Background: an optimization exercise with open tools, aiming at small area, a short achievable clock period and few clock cycles. Do not read the settings as production practice. The RTL was checked by simulation tests, not by an equivalence proof against the original design.

Setup of 12-05:
==> module sha256_front, before the edit <==
module sha256_front (
	input  logic        clk,
	input  logic        arst_n,
	input  logic        in_valid,
	output logic        in_ready,
	input  logic [7:0]  in_byte,
	input  logic        in_has_byte,
	input  logic        in_eom,
	output logic        blk_ready,
	output logic        blk_first,   
	output logic        blk_last,    
	input  logic        launch,
	output logic        rd_active,
	output logic [31:0] rd_word
);
	logic [31:0] mem_q [16];          
	logic [5:0]  wpos_q;
	logic        cl_valid_q;
	logic [6:0]  cl_pos_q;            
	logic        cl_mark_q, cl_len_q, cl_first_q, cl_last_q;
	logic        cl_follow_q;         
	logic        cl_fmark_q;          
	logic [5:0]  lenlo_q;             
	logic        lenz_q;              
	logic        msg_first_q;
	logic [54:0] blk_cnt_q;           
	logic [3:0]  rd_t_q;
	logic        rd_active_q;
	logic [6:0]  rd_pos_q;
	logic        rd_mark_q, rd_len_q;
	logic [5:0]  rd_lenlo_q;
	logic        rd_lenz_q;
	logic        take, byte_we, full;
	logic [6:0]  p7;
	assign in_ready  = !cl_valid_q;
	assign take      = in_valid && !cl_valid_q;
	assign byte_we   = take && in_has_byte;
	assign full      = byte_we && (wpos_q == 6'd63);
	assign p7        = {1'b0, wpos_q} + {6'd0, in_has_byte};
	assign blk_ready = cl_valid_q;
	assign blk_first = cl_first_q;
	assign blk_last  = cl_last_q;
	assign rd_active = rd_active_q;
	logic [3:0] z_q, wr_at, rd_at;
	assign wr_at = z_q + wpos_q[5:2] - 4'd1;    
	assign rd_at = z_q + rd_t_q;
	always_ff @(posedge clk) begin
		for (int i = 0; i < 16; i++) begin
			for (int j = 0; j < 4; j++) begin
				if (byte_we && wr_at == 4'(i) && wpos_q[1:0] == 2'(j))
					mem_q[i][31 - 8*j -: 8] <= in_byte;
				else
					mem_q[i][31 - 8*j -: 8] <= mem_q[(i + 1) % 16][31 - 8*j -: 8];
			end
		end
	end
	always_ff @(posedge clk or negedge arst_n) begin
		if (!arst_n) begin
			wpos_q      <= '0;
			z_q         <= 4'd2;
			cl_valid_q  <= 1'b0;
			msg_first_q <= 1'b1;
			rd_active_q <= 1'b0;
		end else begin
			z_q <= z_q - 1'b1;
			if (rd_active_q && rd_t_q == 4'd15) rd_active_q <= 1'b0;
			if (launch) begin
				rd_active_q <= 1'b1;
				if (!cl_follow_q) cl_valid_q <= 1'b0;
			end else if (take) begin
				if (byte_we) wpos_q <= wpos_q + 1'b1;
				if (in_eom) begin
					cl_valid_q  <= 1'b1;
					msg_first_q <= 1'b1;
					wpos_q      <= '0;
				end else if (full) begin
					cl_valid_q  <= 1'b1;
					msg_first_q <= 1'b0;
				end
			end
		end
	end
	always_ff @(posedge clk) begin
		rd_t_q <= rd_t_q + 1'b1;
		if (launch) begin
			rd_t_q      <= '0;
			rd_pos_q    <= cl_pos_q;
			rd_mark_q   <= cl_mark_q;
			rd_len_q    <= cl_len_q;
			rd_lenlo_q  <= lenlo_q;
			rd_lenz_q   <= lenz_q;
			if (cl_follow_q) begin
				cl_pos_q    <= '0;
				cl_mark_q   <= cl_fmark_q;
				cl_len_q    <= 1'b1;
				cl_first_q  <= 1'b0;
				cl_last_q   <= 1'b1;
				cl_follow_q <= 1'b0;
			end
		end else if (take) begin
			if (full) blk_cnt_q <= msg_first_q ? 55'd1 : blk_cnt_q + 1'b1;
			if (in_eom) begin
				cl_first_q  <= msg_first_q;
				if (full) begin
					cl_pos_q    <= 7'd64;
					cl_mark_q   <= 1'b0;
					cl_len_q    <= 1'b0;
					cl_last_q   <= 1'b0;
					cl_follow_q <= 1'b1;
					cl_fmark_q  <= 1'b1;
					lenlo_q     <= '0;
					lenz_q      <= 1'b0;
				end else if (p7 >= 7'd56) begin
					cl_pos_q    <= p7;
					cl_mark_q   <= 1'b1;
					cl_len_q    <= 1'b0;
					cl_last_q   <= 1'b0;
					cl_follow_q <= 1'b1;
					cl_fmark_q  <= 1'b0;
					lenlo_q     <= p7[5:0];
					lenz_q      <= msg_first_q;
				end else begin
					cl_pos_q    <= p7;
					cl_mark_q   <= 1'b1;
					cl_len_q    <= 1'b1;
					cl_last_q   <= 1'b1;
					cl_follow_q <= 1'b0;
					lenlo_q     <= p7[5:0];
					lenz_q      <= msg_first_q;
				end
			end else if (full) begin
				cl_first_q  <= msg_first_q;
				cl_pos_q    <= 7'd64;
				cl_mark_q   <= 1'b0;
				cl_len_q    <= 1'b0;
				cl_last_q   <= 1'b0;
				cl_follow_q <= 1'b0;
			end
		end
	end
	logic [31:0] m;
	logic [63:0] len_bits;
	logic [5:0]  idx;
	always_comb begin
		m        = mem_q[{rd_at[3:2], 2'b00}];
		len_bits = {rd_lenz_q ? 55'd0 : blk_cnt_q, rd_lenlo_q, 3'd0};
		for (int j = 0; j < 4; j++) begin
			idx = {rd_t_q, 2'(j)};
			if ({1'b0, idx} < rd_pos_q)
				rd_word[31 - 8*j -: 8] = m[31 - 8*j -: 8];
			else if ({1'b0, idx} == rd_pos_q && rd_mark_q)
				rd_word[31 - 8*j -: 8] = sha256_pkg::PadMark;
			else
				rd_word[31 - 8*j -: 8] = 8'h00;
		end
		if (rd_len_q && rd_t_q == 4'd14) rd_word = len_bits[63:32];
		if (rd_len_q && rd_t_q == 4'd15) rd_word = len_bits[31:0];
	end
endmodule
clock: 10.5 ns
lec_check: 0
cap_margin: 20
core_margin: 2
core_utilization: 40
slew_margin: 20
run.sh (not shown) runs the stock make flow with config.mk's settings and CLKGATE_MAP_FILE= SYNTH_SCRIPT=/design/flow/synth_recipe.tcl, a recipe that flattens the netlist after the stock synthesis.
The final layout from 12-05, which completed every stage, passed the timing, DRC and antenna checks at the end of the flow.
Testbench counts of 12-05, summed over its fixed seeds: cycles 20,372.
> inputs changed (12-05 -> 12-13)
--- a/flow/design.v
+++ b/flow/design.v
@@ -104,34 +104,22 @@
 	assign full      = byte_we && (wpos_q == 6'd63);
 	assign p7        = {1'b0, wpos_q} + {6'd0, in_has_byte};
 	assign blk_ready = cl_valid_q;
 	assign blk_first = cl_first_q;
 	assign blk_last  = cl_last_q;
 	assign rd_active = rd_active_q;
-	logic [3:0] z_q, wr_at, rd_at;
-	assign wr_at = z_q + wpos_q[5:2] - 4'd1;    
-	assign rd_at = z_q + rd_t_q;
 	always_ff @(posedge clk) begin
-		for (int i = 0; i < 16; i++) begin
-			for (int j = 0; j < 4; j++) begin
-				if (byte_we && wr_at == 4'(i) && wpos_q[1:0] == 2'(j))
-					mem_q[i][31 - 8*j -: 8] <= in_byte;
-				else
-					mem_q[i][31 - 8*j -: 8] <= mem_q[(i + 1) % 16][31 - 8*j -: 8];
-			end
-		end
+		if (byte_we) mem_q[wpos_q[5:2]][{~wpos_q[1:0], 3'd0} +: 8] <= in_byte;
 	end
 	always_ff @(posedge clk or negedge arst_n) begin
 		if (!arst_n) begin
 			wpos_q      <= '0;
-			z_q         <= 4'd2;
 			cl_valid_q  <= 1'b0;
 			msg_first_q <= 1'b1;
 			rd_active_q <= 1'b0;
 		end else begin
-			z_q <= z_q - 1'b1;
 			if (rd_active_q && rd_t_q == 4'd15) rd_active_q <= 1'b0;
 			if (launch) begin
 				rd_active_q <= 1'b1;
 				if (!cl_follow_q) cl_valid_q <= 1'b0;
 			end else if (take) begin
 				if (byte_we) wpos_q <= wpos_q + 1'b1;
@@ -205,13 +193,13 @@
 		end
 	end
 	logic [31:0] m;
 	logic [63:0] len_bits;
 	logic [5:0]  idx;
 	always_comb begin
-		m        = mem_q[{rd_at[3:2], 2'b00}];
+		m        = mem_q[rd_t_q];
 		len_bits = {rd_lenz_q ? 55'd0 : blk_cnt_q, rd_lenlo_q, 3'd0};
 		for (int j = 0; j < 4; j++) begin
 			idx = {rd_t_q, 2'(j)};
 			if ({1'b0, idx} < rd_pos_q)
 				rd_word[31 - 8*j -: 8] = m[31 - 8*j -: 8];
 			else if ({1'b0, idx} == rd_pos_q && rd_mark_q)
Results
12-13 reports a lower non-clock inverter total of the final layout than 12-05 does.
Summary of 12-13 over 12-05: share of the cycle needed by the critical path after routing lower, number of non-clock buffers in the layout lower, insertion delay of the later-clocked pin in the worst-skew pair lower.
Cmp 12-05 and 12-13 / clock-buffer cell count / lower: 12-13
| final cell utilization of the core | 12-05 vs 12-13 | ≈ equal |
From 12-05 to 12-13 the numbers moved as follows: number of enable-type register cells in the synthesized netlist shows an increase of 560%.
Testbench counts of 12-13, summed over its fixed seeds: cycles 20,372.

sha256_byte_stream_hasher, a different RTL version from the one above (not shown whole).
Size in the first run: roughly 5600 cells after synthesis, ~1800 flip-flops, roughly 52 I/O pins, roughly 67000 µm² of cells after synthesis.
clock: 10.5 ns
lec_check: 0
cap_margin: 20
core_margin: 2
core_utilization: 40
cts_buf_list: sky130_fd_sc_hd__clkbuf_16
cts_cluster_diameter: 150
cts_cluster_size: 22
slew_margin: 20
standard.sh (not shown) runs the stock make flow with config.mk's settings and CLKGATE_MAP_FILE= SYNTH_SCRIPT=/design/flow/synth_recipe.tcl, a recipe that flattens the netlist after the stock synthesis.
==> flow/flow/run.sh <==
#!/bin/bash
set -euo pipefail
bash standard.sh SETUP_SLACK_MARGIN=6.0 finish > standard_flow.log 2>&1
The starting point finished clean.
Testbench counts at the start, summed over its fixed seeds: cycles 20,372.
Edit:
--- a/flow/design.v
+++ b/flow/design.v
@@ -281,22 +281,12 @@
 			end
 			g = gn;
 			p = pn;
 		end
 		add32 = (x ^ y) ^ {g[30:0], 1'b0};
 	endfunction
-	logic  fin, iv_sel;
-	word_t xa, xe, iv_a, iv_e;
-	always_comb begin
-		fin    = !in_round_q && mode_fin_q;
-		iv_sel = mode_init_q || (mode_fin_q && cur_last_q);
-		iv_a   = sha256_pkg::init_hash({1'b0, ~ph_q});       
-		iv_e   = sha256_pkg::init_hash({1'b1, ~ph_q});       
-		xa     = !mode_fin_q ? '0 : (cur_first_q ? iv_a : ha_q[0]);
-		xe     = !mode_fin_q ? '0 : (cur_first_q ? iv_e : he_q[0]);
-	end
 	word_t s1, ch, s0, mj;
 	word_t p1s, p1c, p2s, p2c, p3s, p3c, e1s, e1c, e2s, e2c;
 	word_t a_new, e_new;
 	always_comb begin
 		s1  = sha256_pkg::big_sigma1(e_q);
 		ch  = (e_q & f_q) ^ (~e_q & g_q);
@@ -305,18 +295,30 @@
 		p1s = csa_s(q_q, ch, mj);
 		p1c = csa_c(q_q, ch, mj);
 		p2s = csa_s(p1s, p1c, s1);
 		p2c = csa_c(p1s, p1c, s1);
 		p3s = csa_s(p2s, p2c, s0);
 		p3c = csa_c(p2s, p2c, s0);
-		a_new = add32(in_round_q ? p3s : xa, in_round_q ? p3c : d_q);
+		a_new = add32(p3s, p3c);
 		e1s = csa_s(q_q, ch, d_q);
 		e1c = csa_c(q_q, ch, d_q);
 		e2s = csa_s(e1s, e1c, s1);
 		e2c = csa_c(e1s, e1c, s1);
-		e_new = add32(in_round_q ? e2s : xe, in_round_q ? e2c : h_q);
+		e_new = add32(e2s, e2c);
+	end
+	logic  fin, iv_sel;
+	word_t xa, xe, iv_a, iv_e, sum_a, sum_e;
+	always_comb begin
+		fin    = !in_round_q && mode_fin_q;
+		iv_sel = mode_init_q || (mode_fin_q && cur_last_q);
+		iv_a   = sha256_pkg::init_hash({1'b0, ~ph_q});       
+		iv_e   = sha256_pkg::init_hash({1'b1, ~ph_q});       
+		xa     = !mode_fin_q ? '0 : (cur_first_q ? iv_a : ha_q[0]);
+		xe     = !mode_fin_q ? '0 : (cur_first_q ? iv_e : he_q[0]);
+		sum_a  = add32(xa, d_q);
+		sum_e  = add32(xe, h_q);
 	end
 	word_t sch1s, sch1c, sch2s, sch2c, qa_s, qa_c;
 	word_t w_in, q_new;
 	always_comb begin
 		sch1s = csa_s(sha256_pkg::small_sigma1(w_q[14]), w_q[9], sha256_pkg::small_sigma0(w_q[1]));
 		sch1c = csa_c(sha256_pkg::small_sigma1(w_q[14]), w_q[9], sha256_pkg::small_sigma0(w_q[1]));
@@ -340,26 +342,26 @@
 	always_ff @(posedge clk) begin
 		for (int i = 0; i < 15; i++) w_q[i] <= w_q[i+1];
 		w_q[15] <= w_in;
 		q_q  <= q_new;
 		k_q  <= sha256_pkg::round_k(kc_q);
 		kc_q <= (!in_round_q && ph_q == 2'd1) ? 6'd0 : kc_q + 1'b1;
-		a_q <= (!in_round_q && iv_sel) ? iv_a : a_new;
+		a_q <= in_round_q ? a_new : (iv_sel ? iv_a : sum_a);
 		b_q <= a_q;
 		c_q <= b_q;
 		d_q <= c_q;
-		e_q <= (!in_round_q && iv_sel) ? iv_e : e_new;
+		e_q <= in_round_q ? e_new : (iv_sel ? iv_e : sum_e);
 		f_q <= e_q;
 		g_q <= f_q;
 		h_q <= g_q;
 		for (int i = 0; i < 3; i++) begin
 			ha_q[i] <= ha_q[i+1];
 			he_q[i] <= he_q[i+1];
 		end
-		ha_q[3] <= fin ? a_new : ha_q[0];
-		he_q[3] <= fin ? e_new : he_q[0];
+		ha_q[3] <= fin ? sum_a : ha_q[0];
+		he_q[3] <= fin ? sum_e : he_q[0];
 		out_q <= out_n;
 	end
 	logic loop_end, fin_pend_nx, out_busy, fin_done;
 	assign launch      = !in_round_q && ph_q == 2'd1 && blk_ready && !go_q &&
 		(mode_fin_q || mode_init_q || !fin_pend_q);
 	assign loop_end    = !in_round_q && ph_q == 2'd3;
Design area climbs by 3.2%.
Core utilization barely changes.
Cell count rose by 4.5%.
Synthesized area grows by 3.5%.
Worst setup slack gets better by 280 ps.
Global-route usage decreases by 0.68 points.
Register-to-register slack gains 280 ps.
Routed wire length is about the same.
Testbench counts after the change, summed over its fixed seeds: cycles 20,372.

[afterwards: timing with drivers on the ports]
The flow's constraints put no driver on any port. The routed layouts listed below were extracted and timed again, unchanged, in two steps.
Step 1 assumes that a clkbuf_16 drives the clock port and a buf_2 every other input.
Step 2 also shifts input and output timing later by t, the mid clock arrival at the registers, as if the neighbouring blocks saw the same clock.
Slacks: no drivers / after step 1 / after step 2; pairs: no drivers / after step 1.
| run | shift t [ns] | slack for setup (ns) | worst register clock-pin slew, ns |
|---|---|---|---|
| 12-05 | 0.917 | 4.477 / 4.477 / 4.477 | 0.07 / 0.07 |
| 12-13 | 0.887 | 4.705 / 4.705 / 4.705 | 0.08 / 0.08 |
| the first run of note 2 | 0.814 | 5.628 / 5.628 / 5.316 | 0.11 / 0.11 |
| the second run of note 2 | 0.820 | 5.911 / 5.911 / 5.314 | 0.11 / 0.11 |
After both steps setup and hold are still met in every run listed. The setup slack of the second run of note 2, which loses most, moves by 0.000 ns with the drivers and by -0.597 ns with both steps.
